What follows belongs to an exercise in optimizing a design on an open flow for small area, a short achievable clock period and few clock cycles per item; a production flow would make more cautious choices.
RTL that was checked went through simulation tests only; none was proved equivalent to the original.
Power and IR drop assume default switching activity.

## north
==> flow/design.v (excerpt) <==
module interface_omega_damping (
  input  logic        clk,
  input  logic        rst,
  input  logic        cfg_we,
  input  logic [1:0]  cfg_index,
  input  logic [16:0] cfg_data,
  input  logic        in_valid,
  output logic        in_ready,
  input  logic        start_of_pass,
  input  logic [16:0] phase_fraction,
  input  logic [31:0] eddy_viscosity,
  input  logic [63:0] cell_volume,
  input  logic [63:0] omega_in,
  output logic        out_valid,
  input  logic        out_ready,
  output logic [63:0] omega_out,
  output logic        was_corrected,
  output logic        saturated,
  output logic [31:0] corrected_so_far,
  output logic [31:0] cells_so_far
);
Size: roughly 7,700 cells after synthesis, roughly 960 flip-flops, ~330 I/O pins.
Settings: LEC_CHECK=0, CAP_MARGIN=20, CORE_MARGIN=2, CORE_UTILIZATION=40, SETUP_SLACK_MARGIN=0.4, SLEW_MARGIN=20; clock period 13.5 ns.
run.sh (not shown) runs the stock make flow with config.mk's settings and CLKGATE_MAP_FILE= SYNTH_SCRIPT=/design/flow/synth_recipe.tcl, a recipe that flattens the netlist after the stock synthesis.
#### Input delta (south over north)
-- flow/design.v --
<<< north, line 18
  input  logic [58:0] d,
  input  logic [15:0] beta,
  input  logic        tu,
  output logic        t_n,
  output logic [44:0] rem_n,
  output logic [21:0] y_n,
>>> south, line 18
  input  logic [58:0] d,
  input  logic [15:0] beta,
  output logic [44:0] rem_n,
  output logic [21:0] y_n,
<<< north, line 54
  assign y_n   = {y[20:0], t};
  assign b_n   = t ? {h1[43:0], 2'b11} : {h0[43:0], 2'b01};
  assign t_n   = t;
  assign u_n   = tu ? ({u[36:0], 1'b0} + {22'b0, beta}) : {u[36:0], 1'b0};
  assign d_n   = tu ? (ds + dcy) : da;
endmodule
module iod_div_step (
>>> south, line 52
  assign y_n   = {y[20:0], t};
  assign b_n   = t ? {h1[43:0], 2'b11} : {h0[43:0], 2'b01};
  assign u_n   = t ? ({u[36:0], 1'b0} + {22'b0, beta}) : {u[36:0], 1'b0};
  assign d_n   = t ? (ds + dcy) : da;
endmodule
module iod_div_step (
<<< north, line 148
  logic [21:0] c_y;
  logic [45:0] c_b;
  logic        c_t;        
  logic        c_lag;
  logic [37:0] c_u;
  logic [58:0] c_d;
>>> south, line 145
  logic [21:0] c_y;
  logic [45:0] c_b;
  logic [37:0] c_u;
  logic [58:0] c_d;
<<< north, line 201
  assign c_v_next       = to_c || (c_v && !take_c);
  assign c_fin_next     = to_c ? !in_window
                               : (c_fin || c_done_n);
  assign h_v_next       = to_h || h1_v || (h_v && !take_h);
  assign h1_v_next      = h1_v ? (to_h || !take_h) : (to_h && h_v && !take_h);
>>> south, line 196
  assign c_v_next       = to_c || (c_v && !take_c);
  assign c_fin_next     = to_c ? !in_window
                               : (c_fin || ((gleft_n == 5'd0) && (mleft_n == 5'd0)));
  assign h_v_next       = to_h || h1_v || (h_v && !take_h);
  assign h1_v_next      = h1_v ? (to_h || !take_h) : (to_h && h_v && !take_h);
<<< north, line 216
  logic [21:0] cs_y;
  logic [45:0] cs_b;
  logic        cs_t;
  logic        c_nstep;
  logic        c_done_n;
  logic [37:0] cs_u;
  logic [58:0] cs_d;
>>> south, line 211
  logic [21:0] cs_y;
  logic [45:0] cs_b;
  logic [37:0] cs_u;
  logic [58:0] cs_d;
<<< north, line 232
    .d     (c_d),
    .beta  (beta_star),
    .tu    (c_t),
    .t_n   (cs_t),
    .rem_n (cs_rem),
    .y_n   (cs_y),
>>> south, line 224
    .d     (c_d),
    .beta  (beta_star),
    .rem_n (cs_rem),
    .y_n   (cs_y),
<<< north, line 243
  assign gleft_n = (c_gleft == 5'd0) ? 5'd0 : skip_g ? c_gleft - 5'd4 : c_gleft - 5'd1;
  assign mleft_n = (c_mleft == 5'd0) ? 5'd0 : c_mleft - 5'd1;
  assign c_nstep  = (c_gleft != 5'd0) && !skip_g;
  assign c_done_n = (gleft_n == 5'd0) && (mleft_n == 5'd0) && !c_nstep;
  always_comb begin
    case (c_p[1:0])
>>> south, line 233
  assign gleft_n = (c_gleft == 5'd0) ? 5'd0 : skip_g ? c_gleft - 5'd4 : c_gleft - 5'd1;
  assign mleft_n = (c_mleft == 5'd0) ? 5'd0 : c_mleft - 5'd1;
  always_comb begin
    case (c_p[1:0])
<<< north, line 273
      c_y     <= '0;
      c_b     <= 46'd1;
      c_lag   <= 1'b0;
      c_t     <= 1'b0;
      c_u     <= '0;
      c_d     <= '0;
>>> south, line 261
      c_y     <= '0;
      c_b     <= 46'd1;
      c_u     <= '0;
      c_d     <= '0;
<<< north, line 281
      c_gleft <= gleft_n;
      c_mleft <= mleft_n;
      c_done  <= c_done_n;
      c_lag   <= c_nstep;
      if (c_lag) begin
        c_u <= cs_u;
        c_d <= cs_d;
      end
      if (c_gleft != 5'd0) begin
        if (skip_g) begin
>>> south, line 267
      c_gleft <= gleft_n;
      c_mleft <= mleft_n;
      c_done  <= (gleft_n == 5'd0) && (mleft_n == 5'd0);
      if (c_gleft != 5'd0) begin
        if (skip_g) begin
<<< north, line 295
          c_y   <= cs_y;
          c_b   <= cs_b;
          c_t   <= cs_t;
        end
      end
>>> south, line 276
          c_y   <= cs_y;
          c_b   <= cs_b;
          c_u   <= cs_u;
          c_d   <= cs_d;
        end
      end
<<< north, line 331
  logic [5:0]  dleft_n;
  assign c_ovf = (c_d[58:29] == 30'd0) && (c_p[50:22] >= c_d[28:0]);
  iod_div_step u_div_step (
    .rem   (d_rem),
>>> south, line 313
  logic [5:0]  dleft_n;
  assign c_ovf = (c_d[58:29] == 30'd0) && (c_p[50:22] >= c_d[28:0]);
  logic c_z8;
  logic c_z16;
  assign c_z8  = (c_d[58:45] != 14'd0) || (c_p[50:6] < c_d[44:0]);
  assign c_z16 = ({c_p[50:0], 10'd0} < {2'd0, c_d});
  iod_div_step u_div_step (
    .rem   (d_rem),
<<< north, line 354
  always_ff @(posedge clk) begin
    if (!d_busy) begin
      d_rem  <= {30'd0, c_p[50:22]};
      d_d    <= c_d;
      d_d3   <= {2'b0, c_d} + {1'b0, c_d, 1'b0};
      d_left <= 6'd32;
      d_sop  <= c_sop;
    end else begin
>>> south, line 340
  always_ff @(posedge clk) begin
    if (!d_busy) begin
      d_rem  <= c_z16 ? {c_p[48:0], 10'd0} : c_z8 ? {14'd0, c_p[50:6]} : {30'd0, c_p[50:22]};
      d_d    <= c_d;
      d_d3   <= {2'b0, c_d} + {1'b0, c_d, 1'b0};
      d_left <= c_z16 ? 6'd16 : c_z8 ? 6'd24 : 6'd32;
      d_sop  <= c_sop;
    end else begin
<<< north, line 377
        d_q <= '1;
      end else begin
        d_q <= {c_p[21:0], 42'd0};
      end
    end
>>> south, line 363
        d_q <= '1;
      end else begin
        d_q <= c_z16 ? 64'd0 : c_z8 ? {c_p[5:0], 58'd0} : {c_p[21:0], 42'd0};
      end
    end
Notes after the runs:
- Side by side, number of non-clock inverters in the layout turned out lower in south than in north.
- Relative to north, worst setup slack increased by 0.36 ns in south.
- Against north, south reports a portion of total power attributed to combinational logic that is higher.
- Higher non-clock buffer count was reported by south, not north.
- Power attributed to the clock group shrinks by a few percent when moving from north to south.
- Between north and south, insertion delay of the later-clocked pin in the worst-skew pair decreased.
- north → south: finished layout cell area saw an increase; switching part of the total saw an increase.
No functional check of the RTL was part of any run of this note.


## v6
The RTL this note starts from:
==> flow/design.v <==
package iod_pkg;
  localparam int COUNT_WIDTH = 32;
  localparam logic [1:0] REG_LOWER = 2'd0;
  localparam logic [1:0] REG_UPPER = 2'd1;
  localparam logic [1:0] REG_GAIN  = 2'd2;
  localparam logic [1:0] REG_BETA  = 2'd3;
  localparam logic [16:0] LOWER_RESET = 17'd0;
  localparam logic [16:0] UPPER_RESET = 17'd65536;
  localparam logic [15:0] GAIN_RESET  = 16'd256;
  localparam logic [15:0] BETA_RESET  = 16'd5898;
endpackage
module iod_cbrt_step (
  input  logic [44:0] rem,
  input  logic [2:0]  grp,
  input  logic [21:0] y,
  input  logic [42:0] s,
  input  logic [37:0] u,
  input  logic [58:0] d,
  input  logic [15:0] beta,
  output logic [44:0] rem_n,
  output logic [21:0] y_n,
  output logic [42:0] s_n,
  output logic [37:0] u_n,
  output logic [58:0] d_n
);
  logic [47:0] cur;
  logic [47:0] b;
  logic [48:0] diff;
  logic        t;
  assign cur  = {rem, grp};
  assign b    = {2'b0, s, 3'b0} + {3'b0, s, 2'b0} + {24'b0, y, 2'b0} + {25'b0, y, 1'b0} + 48'd1;
  assign diff = {1'b0, cur} - {1'b0, b};
  assign t    = !diff[48];
  assign rem_n = t ? diff[44:0] : cur[44:0];
  assign y_n   = {y[20:0], t};
  assign s_n   = t ? ({s[40:0], 2'b0} + {y[20:0], 2'b0} + 43'd1) : {s[40:0], 2'b0};
  assign u_n   = t ? ({u[36:0], 1'b0} + {22'b0, beta}) : {u[36:0], 1'b0};
  assign d_n   = t ? ({d[56:0], 2'b0} + {19'b0, u, 2'b0} + {43'b0, beta}) : {d[56:0], 2'b0};
endmodule
module iod_div_step (
  input  logic [58:0] rem,
  input  logic [1:0]  bits,
  input  logic [58:0] d,
  input  logic [60:0] d3,
  output logic [58:0] rem_n,
  output logic [1:0]  digit
);
  logic [60:0] r;
  logic [61:0] r1;
  logic [61:0] r2;
  logic [61:0] r3;
  assign r  = {rem, bits};
  assign r1 = {1'b0, r} - {3'b0, d};
  assign r2 = {1'b0, r} - {2'b0, d, 1'b0};
  assign r3 = {1'b0, r} - {1'b0, d3};
  always_comb begin
    if (!r3[61]) begin
      digit = 2'd3;
      rem_n = r3[58:0];
    end else if (!r2[61]) begin
      digit = 2'd2;
      rem_n = r2[58:0];
    end else if (!r1[61]) begin
      digit = 2'd1;
      rem_n = r1[58:0];
    end else begin
      digit = 2'd0;
      rem_n = r[58:0];
    end
  end
endmodule
module interface_omega_damping (
  input  logic        clk,
  input  logic        rst,
  input  logic        cfg_we,
  input  logic [1:0]  cfg_index,
  input  logic [16:0] cfg_data,
  input  logic        in_valid,
  output logic        in_ready,
  input  logic        start_of_pass,
  input  logic [16:0] phase_fraction,
  input  logic [31:0] eddy_viscosity,
  input  logic [63:0] cell_volume,
  input  logic [63:0] omega_in,
  output logic        out_valid,
  input  logic        out_ready,
  output logic [63:0] omega_out,
  output logic        was_corrected,
  output logic        saturated,
  output logic [31:0] corrected_so_far,
  output logic [31:0] cells_so_far
);
  logic [16:0] lower_limit;
  logic [16:0] upper_limit;
  logic [15:0] damping_gain;
  logic [15:0] beta_star;
  logic [18:0] g6;     
  logic [20:0] g18;    
  always_ff @(posedge clk) begin
    if (rst) begin
      lower_limit  <= iod_pkg::LOWER_RESET;
      upper_limit  <= iod_pkg::UPPER_RESET;
      damping_gain <= iod_pkg::GAIN_RESET;
      beta_star    <= iod_pkg::BETA_RESET;
    end else if (cfg_we) begin
      case (cfg_index)
        iod_pkg::REG_LOWER: lower_limit  <= cfg_data;
        iod_pkg::REG_UPPER: upper_limit  <= cfg_data;
        iod_pkg::REG_GAIN:  damping_gain <= cfg_data[15:0];
        iod_pkg::REG_BETA:  beta_star    <= cfg_data[15:0];
        default: ;
      endcase
    end
  end
  always_ff @(posedge clk) begin
    g6  <= {1'b0, damping_gain, 2'b0} + {2'b0, damping_gain, 1'b0};
    g18 <= {1'b0, damping_gain, 4'b0} + {4'b0, damping_gain, 1'b0};
  end
  logic        c_v;
  logic        c_corr;
  logic        c_sop;
  logic        c_done;
  logic [4:0]  c_gleft;    
  logic [4:0]  c_mleft;    
  logic [65:0] c_src;      
  logic [44:0] c_rem;
  logic [21:0] c_y;
  logic [42:0] c_s;
  logic [37:0] c_u;
  logic [58:0] c_d;
  logic [51:0] c_p;        
  logic        h_v;
  logic        h_sop;
  logic [63:0] h_omega;
  logic        d_busy;
  logic        d_sop;
  logic [5:0]  d_left;     
  logic [58:0] d_rem;
  logic [63:0] d_q;
  logic [58:0] d_d;
  logic [60:0] d_d3;
  logic in_window;
  logic accept;
  logic d_free;
  logic take_h;
  logic take_c;
  logic to_h;
  logic to_c;
  logic c_v_next;
  assign in_window = (phase_fraction > lower_limit) && (phase_fraction < upper_limit);
  assign accept    = in_valid && in_ready;
  assign d_free    = !d_busy && (!out_valid || out_ready);
  assign take_h    = d_free && h_v;
  assign take_c    = d_free && !h_v && c_v && (!c_corr || c_done);
  assign to_h      = accept && !in_window && (!h_v || take_h);
  assign to_c      = accept && !to_h;
  assign c_v_next  = to_c || (c_v && !take_c);
  always_ff @(posedge clk) begin
    if (rst) begin
      in_ready <= 1'b1;
    end else begin
      in_ready <= !c_v_next;
    end
  end
  logic [44:0] cs_rem;
  logic [21:0] cs_y;
  logic [42:0] cs_s;
  logic [37:0] cs_u;
  logic [58:0] cs_d;
  logic        skip_g;
  logic [4:0]  gleft_n;
  logic [4:0]  mleft_n;
  logic [20:0] m_mult;
  logic [21:0] m_sum;
  iod_cbrt_step u_cbrt_step (
    .rem   (c_rem),
    .grp   (c_src[65:63]),
    .y     (c_y),
    .s     (c_s),
    .u     (c_u),
    .d     (c_d),
    .beta  (beta_star),
    .rem_n (cs_rem),
    .y_n   (cs_y),
    .s_n   (cs_s),
    .u_n   (cs_u),
    .d_n   (cs_d)
  );
  assign skip_g  = (c_y == 22'd0) && (c_src[65:54] == 12'd0) && (c_gleft[4:2] != 3'd0);
  assign gleft_n = (c_gleft == 5'd0) ? 5'd0 : skip_g ? c_gleft - 5'd4 : c_gleft - 5'd1;
  assign mleft_n = (c_mleft == 5'd0) ? 5'd0 : c_mleft - 5'd1;
  always_comb begin
    case (c_p[1:0])
      2'd0:    m_mult = 21'd0;
      2'd1:    m_mult = {2'b0, g6};
      2'd2:    m_mult = {1'b0, g6, 1'b0};
      default: m_mult = g18;
    endcase
  end
  assign m_sum = {2'b0, c_p[51:32]} + {1'b0, m_mult};
  always_ff @(posedge clk) begin
    if (rst) begin
      c_v <= 1'b0;
    end else begin
      c_v <= c_v_next;
    end
  end
  always_ff @(posedge clk) begin
    if (to_c) begin
      c_corr  <= in_window;
      c_sop   <= start_of_pass;
      c_done  <= 1'b0;
      c_gleft <= 5'd22;
      c_src   <= {2'b00, in_window ? cell_volume : omega_in};
      c_rem   <= '0;
      c_y     <= '0;
      c_s     <= '0;
      c_u     <= '0;
      c_d     <= '0;
      c_p     <= {20'd0, eddy_viscosity};
      c_mleft <= 5'd16;
    end else if (c_v && c_corr && !c_done) begin
      c_gleft <= gleft_n;
      c_mleft <= mleft_n;
      c_done  <= (gleft_n == 5'd0) && (mleft_n == 5'd0);
      if (c_gleft != 5'd0) begin
        if (skip_g) begin
          c_src <= {c_src[53:0], 12'd0};
        end else begin
          c_src <= {c_src[62:0], 3'd0};
          c_rem <= cs_rem;
          c_y   <= cs_y;
          c_s   <= cs_s;
          c_u   <= cs_u;
          c_d   <= cs_d;
        end
      end
      if (c_mleft != 5'd0) begin
        c_p <= {m_sum, c_p[31:2]};
      end
    end
  end
  always_ff @(posedge clk) begin
    if (rst) begin
      h_v <= 1'b0;
    end else begin
      h_v <= to_h || (h_v && !take_h);
    end
  end
  always_ff @(posedge clk) begin
    if (to_h) begin
      h_sop   <= start_of_pass;
      h_omega <= omega_in;
    end
  end
  logic        c_ovf;
  logic [58:0] ds_rem;
  logic [1:0]  ds_digit;
  logic [66:0] r8;
  logic        skip_q;
  logic [5:0]  dleft_n;
  logic        finish;
  assign c_ovf = (c_d[58:29] == 30'd0) && (c_p[50:22] >= c_d[28:0]);
  iod_div_step u_div_step (
    .rem   (d_rem),
    .bits  (d_q[63:62]),
    .d     (d_d),
    .d3    (d_d3),
    .rem_n (ds_rem),
    .digit (ds_digit)
  );
  assign r8      = {d_rem, d_q[63:56]};
  assign skip_q  = (r8 < {8'd0, d_d}) && (d_left[5:2] != 4'd0);
  assign dleft_n = skip_q ? d_left - 6'd4 : d_left - 6'd1;
  assign finish  = d_busy && (dleft_n == 6'd0);
  always_ff @(posedge clk) begin
    if (rst) begin
      d_busy    <= 1'b0;
      out_valid <= 1'b0;
    end else begin
      if (out_valid && out_ready) begin
        out_valid <= 1'b0;
      end
      if (take_h) begin
        out_valid <= 1'b1;
      end else if (take_c) begin
        if (!c_corr || c_ovf) begin
          out_valid <= 1'b1;
        end else begin
          d_busy <= 1'b1;
        end
      end else if (finish) begin
        d_busy    <= 1'b0;
        out_valid <= 1'b1;
      end
    end
  end
  always_ff @(posedge clk) begin
    if (take_h) begin
      d_q           <= h_omega;
      was_corrected <= 1'b0;
      saturated     <= 1'b0;
    end else if (take_c) begin
      was_corrected <= c_corr;
      saturated     <= c_corr && c_ovf;
      d_sop         <= c_sop;
      if (!c_corr) begin
        d_q <= c_src[63:0];
      end else if (c_ovf) begin
        d_q <= '1;
      end else begin
        d_q    <= {c_p[21:0], 42'd0};
        d_rem  <= {30'd0, c_p[50:22]};
        d_d    <= c_d;
        d_d3   <= {2'b0, c_d} + {1'b0, c_d, 1'b0};
        d_left <= 6'd32;
      end
    end else if (d_busy) begin
      d_left <= dleft_n;
      if (skip_q) begin
        d_rem <= r8[58:0];
        d_q   <= {d_q[55:0], 8'd0};
      end else begin
        d_rem <= ds_rem;
        d_q   <= {d_q[61:0], ds_digit};
      end
    end
  end
  assign omega_out = d_q;
  logic        emit;
  logic        emit_sop;
  logic        emit_corr;
  logic [31:0] tc_base;
  logic [31:0] cc_base;
  always_comb begin
    emit      = 1'b0;
    emit_sop  = 1'b0;
    emit_corr = 1'b0;
    if (take_h) begin
      emit     = 1'b1;
      emit_sop = h_sop;
    end else if (take_c && (!c_corr || c_ovf)) begin
      emit      = 1'b1;
      emit_sop  = c_sop;
      emit_corr = c_corr;
    end else if (finish) begin
      emit      = 1'b1;
      emit_sop  = d_sop;
      emit_corr = 1'b1;
    end
  end
  assign tc_base = emit_sop ? 32'd0 : cells_so_far;
  assign cc_base = emit_sop ? 32'd0 : corrected_so_far;
  always_ff @(posedge clk) begin
    if (rst) begin
      cells_so_far     <= '0;
      corrected_so_far <= '0;
    end else if (emit) begin
      cells_so_far     <= (&tc_base) ? tc_base : tc_base + 32'd1;
      corrected_so_far <= (emit_corr && !(&cc_base)) ? cc_base + 32'd1 : cc_base;
    end
  end
endmodule
==> flow/config.mk <==
export PLATFORM = sky130hd
export DESIGN_NAME = interface_omega_damping
export DESIGN_NICKNAME = interface_omega_damping
export VERILOG_FILES = /design/flow/design.v
export SDC_FILE = /design/flow/constraint.sdc
export NUM_CORES = 4
export LEC_CHECK = 0
export CAP_MARGIN = 20
export CORE_MARGIN = 2
export CORE_UTILIZATION = 40
export SETUP_SLACK_MARGIN = 0.4
export SLEW_MARGIN = 20
==> flow/constraint.sdc <==
create_clock -name core_clock -period 13.5 [get_ports {clk}]
set_input_delay 2.7000 -clock core_clock [delete_from_list [all_inputs] [get_ports {clk}]]
set_output_delay 2.7000 -clock core_clock [all_outputs]
set_load 0.01 [all_outputs]
Testbench counts of v6, summed over its fixed seeds: cycles 19,019, items 1,200.
Modified inputs, v7 compared to v6
-- flow/design.v --
<<< v6, line 14
  input  logic [2:0]  grp,
  input  logic [21:0] y,
  input  logic [42:0] s,
  input  logic [37:0] u,
  input  logic [58:0] d,
>>> v7, line 14
  input  logic [2:0]  grp,
  input  logic [21:0] y,
  input  logic [45:0] b,
  input  logic [37:0] u,
  input  logic [58:0] d,
<<< v6, line 20
  output logic [44:0] rem_n,
  output logic [21:0] y_n,
  output logic [42:0] s_n,
  output logic [37:0] u_n,
  output logic [58:0] d_n
);
  logic [47:0] cur;
  logic [47:0] b;
  logic [48:0] diff;
  logic        t;
  assign cur  = {rem, grp};
  assign b    = {2'b0, s, 3'b0} + {3'b0, s, 2'b0} + {24'b0, y, 2'b0} + {25'b0, y, 1'b0} + 48'd1;
  assign diff = {1'b0, cur} - {1'b0, b};
  assign t    = !diff[48];
  assign rem_n = t ? diff[44:0] : cur[44:0];
  assign y_n   = {y[20:0], t};
  assign s_n   = t ? ({s[40:0], 2'b0} + {y[20:0], 2'b0} + 43'd1) : {s[40:0], 2'b0};
  assign u_n   = t ? ({u[36:0], 1'b0} + {22'b0, beta}) : {u[36:0], 1'b0};
  assign d_n   = t ? ({d[56:0], 2'b0} + {19'b0, u, 2'b0} + {43'b0, beta}) : {d[56:0], 2'b0};
>>> v7, line 20
  output logic [44:0] rem_n,
  output logic [21:0] y_n,
  output logic [45:0] b_n,
  output logic [37:0] u_n,
  output logic [58:0] d_n
);
  logic [47:0] cur;
  logic [48:0] diff;
  logic        t;
  logic [45:0] b0;
  logic [45:0] b1;
  assign cur  = {rem, grp};
  assign diff = {1'b0, cur} - {3'b0, b};
  assign t    = !diff[48];
  assign b0 = {b[43:0], 2'b0} - ({21'b0, y[20:0], 3'b0} + {22'b0, y[20:0], 2'b0} + 46'd3);
  assign b1 = {b[43:0], 2'b0} + ({20'b0, y[20:0], 5'b0} + {22'b0, y[20:0], 2'b0} + 46'd15);
  assign rem_n = t ? diff[44:0] : cur[44:0];
  assign y_n   = {y[20:0], t};
  assign b_n   = t ? b1 : b0;
  assign u_n   = t ? ({u[36:0], 1'b0} + {22'b0, beta}) : {u[36:0], 1'b0};
  assign d_n   = t ? ({d[56:0], 2'b0} + {19'b0, u, 2'b0} + {43'b0, beta}) : {d[56:0], 2'b0};
<<< v6, line 126
  logic [44:0] c_rem;
  logic [21:0] c_y;
  logic [42:0] c_s;
  logic [37:0] c_u;
  logic [58:0] c_d;
>>> v7, line 128
  logic [44:0] c_rem;
  logic [21:0] c_y;
  logic [45:0] c_b;
  logic [37:0] c_u;
  logic [58:0] c_d;
<<< v6, line 165
  logic [44:0] cs_rem;
  logic [21:0] cs_y;
  logic [42:0] cs_s;
  logic [37:0] cs_u;
  logic [58:0] cs_d;
>>> v7, line 167
  logic [44:0] cs_rem;
  logic [21:0] cs_y;
  logic [45:0] cs_b;
  logic [37:0] cs_u;
  logic [58:0] cs_d;
<<< v6, line 177
    .grp   (c_src[65:63]),
    .y     (c_y),
    .s     (c_s),
    .u     (c_u),
    .d     (c_d),
>>> v7, line 179
    .grp   (c_src[65:63]),
    .y     (c_y),
    .b     (c_b),
    .u     (c_u),
    .d     (c_d),
<<< v6, line 183
    .rem_n (cs_rem),
    .y_n   (cs_y),
    .s_n   (cs_s),
    .u_n   (cs_u),
    .d_n   (cs_d)
>>> v7, line 185
    .rem_n (cs_rem),
    .y_n   (cs_y),
    .b_n   (cs_b),
    .u_n   (cs_u),
    .d_n   (cs_d)
<<< v6, line 215
      c_rem   <= '0;
      c_y     <= '0;
      c_s     <= '0;
      c_u     <= '0;
      c_d     <= '0;
>>> v7, line 217
      c_rem   <= '0;
      c_y     <= '0;
      c_b     <= 46'd1;
      c_u     <= '0;
      c_d     <= '0;
<<< v6, line 231
          c_rem <= cs_rem;
          c_y   <= cs_y;
          c_s   <= cs_s;
          c_u   <= cs_u;
          c_d   <= cs_d;
>>> v7, line 233
          c_rem <= cs_rem;
          c_y   <= cs_y;
          c_b   <= cs_b;
          c_u   <= cs_u;
          c_d   <= cs_d;
<<< v6, line 271
  );
  assign r8      = {d_rem, d_q[63:56]};
  assign skip_q  = (r8 < {8'd0, d_d}) && (d_left[5:2] != 4'd0);
  assign dleft_n = skip_q ? d_left - 6'd4 : d_left - 6'd1;
  assign finish  = d_busy && (dleft_n == 6'd0);
  always_ff @(posedge clk) begin
    if (rst) begin
>>> v7, line 273
  );
  assign r8      = {d_rem, d_q[63:56]};
  assign skip_q  = (r8 < {8'd0, d_d}) && (d_left > 6'd4);
  assign dleft_n = skip_q ? d_left - 6'd4 : d_left - 6'd1;
  assign finish  = d_busy && (d_left == 6'd1);
  always_ff @(posedge clk) begin
    if (rst) begin
[summary]
v7 against v6; count of fill cells added during filler insertion is down slightly.
Final-layout clock-cell area share, v6 and v7: smaller value in v7
Relative to v6, count of clock buffers in the final design has decreased by 21 in v7.
Total wire length ends up higher on v6.
The final period demand of the worst path of v7 falls short of that of v6 by 1.93 ns.
Compared with v6, v7 shows worst relative slew slack higher by 3.9 points.
Share of total power in the clock network: v7 vs v6 down 1.5 points
Sort v6 and v7 by HPWL reported at the end of detailed placement asc -> top: v7
Function not checked in v7: the RTL went through the layout flow alone.

-- static timing again, ports no longer ideal --
The flow's constraints put no driver on any port. The routed layouts listed below were extracted and timed again, unchanged, in two steps. Step 1: set_driving_cell puts a clkbuf_16 on clk and a buf_2 on each other input, an assumption about the parent block. Step 2, shift: input delay + t, output delay - t, t = (earliest + latest rising clock arrival at the registers) / 2. This alone moves slack from input paths to output paths. a / b / c = ideal ports / drivers / drivers and shift; a / b = the first two.
| run | t, ns | setup slack, ns | clock arrival spread, ns |
|---|---|---|---|
| north | 0.834 | 7.491 / 7.491 / 7.434 | 0.054 / 0.054 |
| south | 0.795 | 7.847 / 7.907 / 7.112 | 0.042 / 0.041 |
| v6 | 0.807 | 4.178 / 4.178 / 4.178 | 0.053 / 0.053 |
| v7 | 0.782 | 6.111 / 6.156 / 5.374 | 0.073 / 0.073 |
After both steps setup and hold are still met in every run listed. The setup slack of v7, which loses most, moves by +0.045 ns with the drivers and by -0.737 ns with both steps.
